Background: an optimization exercise with open tools, aiming at small area, a short achievable clock period and few clock cycles per item. Do not read the settings as production practice.
Only simulation tests tie the RTL to the original design; equivalence was not proved.
Power figures rest on the tool's default switching activity, not on a simulated workload.

<file path="flow/run.sh">
#!/bin/bash
# synth_recipe.tcl (not shown) runs the flow's synth.tcl, then flattens the netlist and writes it again
# the make line also repeats each setting of config.mk as NAME=value (left out here)
make -C /OpenROAD-flow-scripts/flow DESIGN_CONFIG=/design/flow/config.mk WORK_HOME=/design/flow/orfs CLKGATE_MAP_FILE= SYNTH_SCRIPT=/design/flow/synth_recipe.tcl finish
</file>
<file path="flow/constraint.sdc">
create_clock -name core_clock -period 10.0 [get_ports {clk}]
set_input_delay 2.0000 -clock core_clock [delete_from_list [all_inputs] [get_ports {clk}]]
set_output_delay 2.0000 -clock core_clock [all_outputs]
set_load 0.01 [all_outputs]
</file>
<file path="flow/config.mk">
export PLATFORM = sky130hd
export DESIGN_NAME = disk_head_scheduler
export DESIGN_NICKNAME = disk_head_scheduler
export VERILOG_FILES = /design/flow/design.v
export SDC_FILE = /design/flow/constraint.sdc
export NUM_CORES = 4
export LEC_CHECK = 0
export CAP_MARGIN = 20
export CORE_MARGIN = 2
export CORE_UTILIZATION = 40
export SLEW_MARGIN = 20
</file>
<file path="flow/design.v">
`default_nettype none
package dhs_pkg;
    localparam int CYL_BITS    = 16;
    localparam int TOTAL_W     = 23;
    localparam int HEAD_W      = CYL_BITS + 1;
    localparam int MAX_REQ_DEF = 64;
    localparam int MODE_W      = 2;
    localparam int CFG_IDX_W   = 2;
    localparam int CFG_DATA_W  = (HEAD_W > MODE_W) ? HEAD_W : MODE_W;
    localparam logic [MODE_W-1:0] MODE_FCFS  = 2'd0;
    localparam logic [MODE_W-1:0] MODE_SCAN  = 2'd1;
    localparam logic [MODE_W-1:0] MODE_CSCAN = 2'd2;
    localparam logic [CFG_IDX_W-1:0] REG_MODE      = 2'd0;
    localparam logic [CFG_IDX_W-1:0] REG_NUM_CYL   = 2'd1;
    localparam logic [CFG_IDX_W-1:0] REG_INIT_HEAD = 2'd2;
endpackage
`default_nettype wire
`default_nettype none
import dhs_pkg::*;
module disk_head_scheduler
#(
    parameter int MAX_REQUESTS = dhs_pkg::MAX_REQ_DEF
)
(
    input  wire logic                  clk,
    input  wire logic                  rst_n,
    input  wire logic                  start,
    output logic                       busy,
    input  wire logic [dhs_pkg::CYL_BITS-1:0]   req_cylinder,
    input  wire logic                  req_last,
    output logic [dhs_pkg::CYL_BITS-1:0]        res_cylinder,
    output logic [dhs_pkg::TOTAL_W-1:0]         res_total,
    output logic                       res_last,
    output logic                       result_strobe,
    input  wire logic                  cfg_we,
    input  wire logic [dhs_pkg::CFG_IDX_W-1:0]  cfg_index,
    input  wire logic [dhs_pkg::CFG_DATA_W-1:0] cfg_data
);
    localparam int N  = MAX_REQUESTS;
    localparam int CW = $clog2(MAX_REQUESTS + 1);
    localparam int W  = CYL_BITS;
    localparam int DW = HEAD_W + 1;
    logic [MODE_W-1:0] mode_reg;
    logic [HEAD_W-1:0] ncyl_reg;
    logic [W-1:0]      ihead_reg;
    logic              scan, cscan, sorted;
    logic [HEAD_W-1:0] top_cyl;
    assign scan    = (mode_reg == MODE_SCAN);
    assign cscan   = (mode_reg == MODE_CSCAN);
    assign sorted  = scan | cscan;
    assign top_cyl = (ncyl_reg == '0) ? '0 : ncyl_reg - HEAD_W'(1);
    logic          busy_reg;
    logic          xv_reg;       
    logic          close_reg;    
    logic          out_reg;      
    logic [CW-1:0] cnt_reg;      
    logic          strobe_reg;
    logic          take;
    assign take = start & ~busy_reg;
    logic          xf_reg;
    logic [W-1:0]  xv_key_reg;
    logic [N-1:0]  inv_reg;      
    logic [N-1:0]  f_reg;
    logic [W-1:0]  v_reg [0:N-1];
    logic [HEAD_W-1:0] hm_reg;     
    logic [HEAD_W:0]   d2_reg;     
    logic [HEAD_W:0]   dfin_reg;   
    logic [HEAD_W-1:0] d_reg;      
    logic [W-1:0]        res_cyl_reg;
    logic [TOTAL_W-1:0]  res_total_reg;
    logic                res_last_reg;
    assign busy          = busy_reg;
    assign result_strobe = strobe_reg;
    assign res_cylinder  = res_cyl_reg;
    assign res_total     = res_total_reg;
    assign res_last      = res_last_reg;
    logic [N-1:0] gt;
    always_comb
    begin
        for (int i = 0; i < N; i++)
            gt[i] = inv_reg[i] | (sorted & ({f_reg[i], v_reg[i]} > {xf_reg, xv_key_reg}));
    end
    for (genvar i = 0; i < N; i++)
    begin : g_cell
        logic          up_f, dn_f, prev_gt;
        logic [W-1:0]  up_v, dn_v;
        if (i == 0)
        begin : g_lo
            assign up_f    = 1'b0;
            assign up_v    = '0;
            assign prev_gt = 1'b0;
        end
        else
        begin : g_mid
            assign up_f    = f_reg[i-1];
            assign up_v    = v_reg[i-1];
            assign prev_gt = gt[i-1];
        end
        if (i == N - 1)
        begin : g_hi
            assign dn_f = f_reg[i];
            assign dn_v = v_reg[i];
        end
        else
        begin : g_in
            assign dn_f = f_reg[i+1];
            assign dn_v = v_reg[i+1];
        end
        always_ff @(posedge clk)
        begin
            if (out_reg)
            begin
                f_reg[i] <= dn_f;
                v_reg[i] <= dn_v;
            end
            else if (xv_reg && gt[i])
            begin
                if (prev_gt)
                begin
                    f_reg[i] <= up_f;
                    v_reg[i] <= up_v;
                end
                else
                begin
                    f_reg[i] <= xf_reg;
                    v_reg[i] <= xv_key_reg;
                end
            end
        end
    end
    always_ff @(posedge clk or negedge rst_n)
    begin
        if (!rst_n)
            inv_reg <= '1;
        else if (out_reg)
            inv_reg <= {1'b1, inv_reg[N-1:1]};
        else if (xv_reg)
            inv_reg <= {inv_reg[N-2:0], 1'b0};
    end
    logic x_low;
    assign x_low = sorted & (req_cylinder <= ihead_reg);
    always_ff @(posedge clk)
    begin
        if (take)
        begin
            xf_reg     <= x_low;
            xv_key_reg <= (x_low & scan) ? ~req_cylinder : req_cylinder;
        end
    end
    logic [HEAD_W-1:0] xe;
    logic [HEAD_W-1:0] he;
    logic [HEAD_W-1:0] ht;
    assign xe = HEAD_W'(xv_key_reg);
    assign he = HEAD_W'(ihead_reg);
    assign ht = (top_cyl > he) ? top_cyl : he;
    always_ff @(posedge clk)
    begin
        if (!busy_reg && !xv_reg && cnt_reg == '0)
        begin
            hm_reg   <= ht;
            d2_reg   <= {ht, 1'b0} - DW'(he);
            dfin_reg <= scan ? DW'(ht - he) : {ht, 1'b0} - DW'(he);
        end
        else if (xv_reg && !xf_reg && xe > hm_reg)
        begin
            hm_reg   <= xe;
            d2_reg   <= {xe, 1'b0} - DW'(he);
            dfin_reg <= scan ? DW'(xe - he) : {xe, 1'b0} - DW'(he);
        end
    end
    logic [W-1:0] da, db;
    logic [W:0]   dab, dba;
    assign da  = out_reg ? v_reg[1] : xv_key_reg;
    assign db  = out_reg ? v_reg[0] : ihead_reg;
    assign dab = {1'b0, da} - {1'b0, db};
    assign dba = {1'b0, db} - {1'b0, da};
    always_ff @(posedge clk)
    begin
        if (out_reg || (xv_reg && inv_reg[0]))
            d_reg <= dab[W] ? dba : dab;
    end
    logic [TOTAL_W-1:0] p_op, q_op, t_sum;
    logic               cin;
    always_comb
    begin
        if (!sorted)
        begin
            p_op = res_total_reg;
            q_op = TOTAL_W'(d_reg);
            cin  = 1'b0;
        end
        else if (!f_reg[0] && inv_reg[1])
        begin
            p_op = TOTAL_W'(dfin_reg);
            q_op = '0;
            cin  = 1'b0;
        end
        else if (!f_reg[0])
        begin
            p_op = ~(TOTAL_W'(ihead_reg));
            q_op = TOTAL_W'(v_reg[0]);
            cin  = 1'b1;
        end
        else if (scan)
        begin
            p_op = TOTAL_W'(d2_reg);
            q_op = {{(TOTAL_W-W){1'b1}}, v_reg[0]};
            cin  = 1'b1;
        end
        else
        begin
            p_op = TOTAL_W'(d2_reg);
            q_op = TOTAL_W'(v_reg[0]);
            cin  = 1'b0;
        end
        t_sum = p_op + q_op + TOTAL_W'(cin);
    end
    always_ff @(posedge clk)
    begin
        if (close_reg)
            res_total_reg <= '0;
        else if (out_reg)
        begin
            res_cyl_reg   <= (scan & f_reg[0]) ? ~v_reg[0] : v_reg[0];
            res_total_reg <= t_sum;
            res_last_reg  <= inv_reg[1];
        end
    end
    always_ff @(posedge clk or negedge rst_n)
    begin
        if (!rst_n)
        begin
            mode_reg   <= MODE_FCFS;
            ncyl_reg   <= HEAD_W'(1) << CYL_BITS;
            ihead_reg  <= '0;
            busy_reg   <= 1'b0;
            xv_reg     <= 1'b0;
            close_reg  <= 1'b0;
            out_reg    <= 1'b0;
            cnt_reg    <= '0;
            strobe_reg <= 1'b0;
        end
        else
        begin
            if (cfg_we)
            begin
                case (cfg_index)
                    REG_MODE:      mode_reg  <= cfg_data[MODE_W-1:0];
                    REG_NUM_CYL:   ncyl_reg  <= cfg_data[HEAD_W-1:0];
                    REG_INIT_HEAD: ihead_reg <= cfg_data[W-1:0];
                    default:       ;
                endcase
            end
            xv_reg     <= take && (cnt_reg < CW'(N));
            strobe_reg <= out_reg;
            if (take)
            begin
                if (cnt_reg < CW'(N))
                    cnt_reg <= cnt_reg + CW'(1);
                if (req_last)
                    busy_reg <= 1'b1;
            end
            close_reg <= take & req_last;
            if (close_reg)
            begin
                out_reg <= 1'b1;
                cnt_reg <= '0;
            end
            if (out_reg && inv_reg[1])
            begin
                out_reg  <= 1'b0;
                busy_reg <= 1'b0;
            end
        end
    end
endmodule
`default_nettype wire
</file>
==> results.txt <==
metrics by stage:
step                      hold slack [ps]  utilization  instance area (um^2)  power [W]
final                               504.9       0.4402                108100    0.03206
after global routing                528.4       0.4402                108100    0.03396
after CTS                           504.1       0.4400                108000    0.03175
after detailed placement            494.1       0.4188                102800    0.02570
after global placement              480.2       0.4187                102800    0.02516
after floorplan                     351.9            -                 98650    0.02053
cells in the mapped netlist, types with 14 or more instances:
| cell | number | area (um^2) |
|---|---|---|
| a211o_1 | 48 | 420.4 |
| ha_1 | 1255 | 15700 |
| nor2b_1 | 102 | 638.1 |
| a221o_1 | 593 | 5936 |
| nand2b_1 | 27 | 168.9 |
| a31oi_1 | 161 | 1007 |
| and2_1 | 14 | 87.58 |
| o311ai_0 | 132 | 1156 |
| nand4_1 | 238 | 1489 |
| a22o_1 | 16 | 140.1 |
| inv_1 | 291 | 1092 |
| edfxtp_1 | 1192 | 35790 |
| nand3b_1 | 14 | 105.1 |
| nand2_1 | 670 | 2515 |
| mux2_2 | 84 | 945.9 |
| o221ai_1 | 31 | 271.5 |
| and4_1 | 612 | 5360 |
| buf_2 | 22 | 110.1 |
| o21ai_0 | 644 | 3223 |
| a21boi_0 | 22 | 165.2 |
| dfxtp_1 | 23 | 460.4 |
| a211oi_1 | 27 | 202.7 |
| xnor2_1 | 85 | 744.5 |
| o21a_1 | 317 | 2380 |
| or3_1 | 135 | 844.6 |
| nand3_1 | 209 | 1046 |
| clkbuf_1 | 624 | 2342 |
| mux2i_1 | 273 | 2733 |
| nor2_1 | 434 | 1629 |
| nor3_1 | 176 | 880.8 |
| dfrtp_1 | 46 | 1151 |
| buf_1 | 16 | 60.06 |
| a21o_1 | 305 | 2290 |
| a21oi_1 | 330 | 1652 |
| and3_1 | 49 | 306.5 |
| dfstp_2 | 65 | 1708 |
| xor2_1 | 29 | 254.0 |
metal layers:
metal	wire, um	vias to the layer above	GRT usage	part of all wire
li1	-	37450	-	-
met1	157000	42310	0.3964	0.41
met2	167400	4614	0.4528	0.44
met3	34680	1037	0.05063	0.091
met4	21370	8	0.1469	0.056
met5	52	-	0	0.00014
final timing paths:
kind | start | endpoint
worst max-delay path | ncyl_reg[2]$_DFFE_PN0P_ | dfin_reg[16]$_DFFE_PP_
min in group asynchronous | rst_n | ihead_reg[11]$_DFFE_PN0P_
worst max register to register | ncyl_reg[2]$_DFFE_PN0P_ | dfin_reg[16]$_DFFE_PP_
max in group asynchronous | rst_n | inv_reg[36]$_DFFE_PN1P_
worst min-delay path | res_total_reg[11]$_SDFFE_PP0P_ | res_total_reg[11]$_SDFFE_PP0P_
worst min register to register | res_total_reg[11]$_SDFFE_PP0P_ | res_total_reg[11]$_SDFFE_PP0P_
kinds of logic after synthesis:
group	share of synthesized area
AO/OA/AOI/OAI	0.2015
flip-flops	0.3965
multiplexers	0.03790
AND/OR/NAND/NOR	0.1562
buffers and inverters	0.03694
XOR/XNOR	0.01012
adder cells (fa/ha/maj)	0.1608
power groups by stage:
stage                     clock network (W)  registers [W]  logic [W]
after floorplan                           0         0.0104     0.0101
final                               0.00601         0.0121     0.0139
after global placement                    0         0.0121     0.0131
after global routing                0.00625         0.0123     0.0154
after detailed placement                  0         0.0121     0.0136
after CTS                           0.00605         0.0120     0.0137
worst max-delay path: stages, from the launching register on:
cell,delay (ps)
dfrtp_1,430
nor3_1,380
nand3_1,390
nor4_4,890
nor2_1,170
ha_1,350
a21o_1,200
a211o_1,300
a21oi_1,200
o211ai_1,190
a21oi_4,560
nor2_1,120
a21oi_1,320
ha_1,250
inv_1,60
fa_1,390
a21o_1,200
a21oi_1,330
o211ai_1,210
nand4b_1,200
a31oi_1,170
a31oi_1,290
xor2_1,130
a32oi_1,210
o21ai_1,80
final cells by class:
cell class / count / area [um^2] / area share
multi-input combinational: 7203 / 56110 / 0.5192
antenna: 3 / 7.507 / 0.00006947
clock buffer: 217 / 4454 / 0.04122
clock inverter: 75 / 730.7 / 0.006762
inverter: 300 / 1199 / 0.01109
tap: 3220 / 4029 / 0.03728
sequential: 1326 / 39120 / 0.3620
timing repair buffer: 277 / 2411 / 0.02231
cells in the final DEF (no fill, tap or decap), drive strengths merged, types with 102 or more instances in the layout:
cell,count
ha,1255
edfxtp,1192
nand2,670
o21ai,648
and4,612
a221o,593
nor2,434
a21oi,331
o21a,317
a21o,305
inv,300
mux2i,273
nand4,238
clkbuf,217
nand3,210
buf,197
nor3,177
a31oi,161
or3,136
o311ai,133
nor2b,102
==> results.txt <==
Avg WL per Cell=30.14 um; Fin. Hold Viols=0; DRC violations left=0; largest net degree at the start of global routing=217; logic gate share of total power=0.434; part of the Yosys area used for sequential elements=0.3965; TritonCTS clock tree=yes; worst slew pin tran=1229 ps; Syn Nets=10800; worst setup margin=2703 ps; crit path kind=flip-flop to flip-flop; internal power=0.01847 W; I/O Buffers=81; Clock Skews=35.67 ps; min cycle time layout=7297 ps; sw frac=0.4239; max-cap check violation count=0; Startpoint Class=flip-flop; Finished Layout Cells=12620; Worst Path Arrival=7860 ps; min-delay worst type=flip-flop to flip-flop; Async SR Flop Fraction=0.08371; root buf cell=clkbuf_16; outcome=complete, no violations; Inst Count DP=12320; CP Max Fanout=17; GR Util All Layers=0.2937; RD Place Congestion=0.9146; clock transition at the registers of the reported paths=70 ps; Die Area=250600 um^2; sequential share of power=0.379; DR pass1 iterations=8; area grow syn2layout=9.540%; vias in the first global route=83100; crit path capture type=flip-flop; DRT iter0 DRCs=10570; Initial Util=0.4018; H-tree depth=4; post-synthesis cell count=9492; num rows=182; Synthesis Warnings=2; initial antenna violation count=10; Clock Latency Late Sink=850 ps; Fill cells=22940; core area=245500 um^2; Reg2Reg Depth=24; Cell Area, Synth=98650 um^2; Clock power frac=0.187; VDD IR-drop max=0.0002258 V; hold depth=2; number of flops mapped to enable cells by yosys=1192; max frequency=137.0 MHz; share of layout cells above drive strength 1=0.06970; Vias=85420; I/O Pins=82; Post-synth top flop=edfxtp_1; Post-Route WL=380400 um; Avg Synthesized Cell Area=10.39 um^2; clk sinks=1326; Layout Nets=10570; Bufs on Longest Clock Path=3; max reg flops=1024; Leak=45.00 nW; Final TNS setup=0 ps; RSZ-0062 raised after global routing=no; Vias/cell=6.768; dpl hpwl=254600 um; first-pass GRT wire length=557100 um; Slew Limit Headroom=0.1809; pre-CTS setup slack=2889 ps; reg-to-reg slack, setup=2700 ps; setup violators final=0; GR Overflow Total=0; critical path required time=10560 ps; Psw=0.01359 W; PwrDens=296.7 nW/um^2; register bit count reported by yosys=1326; Detail Route Antenna Nets=0; library cells used by synthesis=87; hold_buf cts=0; Tcrit/Tclk final=0.7297; Die H=500.6 um; Die Wd=500.6 um; Final Max Slew Viols=0; CTS Buf Count=159; setup bufs post-CTS=0; CTS resizes=0
Testbench counts, summed over its fixed seeds: cycles 14,194, items 6,713.

==> port drivers added, routing unchanged <==
No port has a modelled driver above. Below, the same layout with a new extraction and two added sets of constraints.
Step 1 sets driving cells, clkbuf_16 on the clock port and buf_2 on the other inputs (assumed; they add their load-dependent delay and slew).
Step 2 moves the port delays by t, midway between the first and last clock arrival at a register: inputs arrive t later, outputs are due t later. That takes back most of the time a late clock gives input paths.
Three values: ideal ports, drivers, drivers and shift; two values: the first two.
t, ns: 0.915
slack for setup (ns): 2.703 / 2.703 / 2.703
worst hold slack (ns): 0.505 / 0.505 / 0.505
latest minus earliest clock arrival (ns): 0.046 / 0.045
After both steps this run still meets setup and hold. The setup slack of this run moves by 0.000 ns with the drivers and by 0.000 ns with both steps.
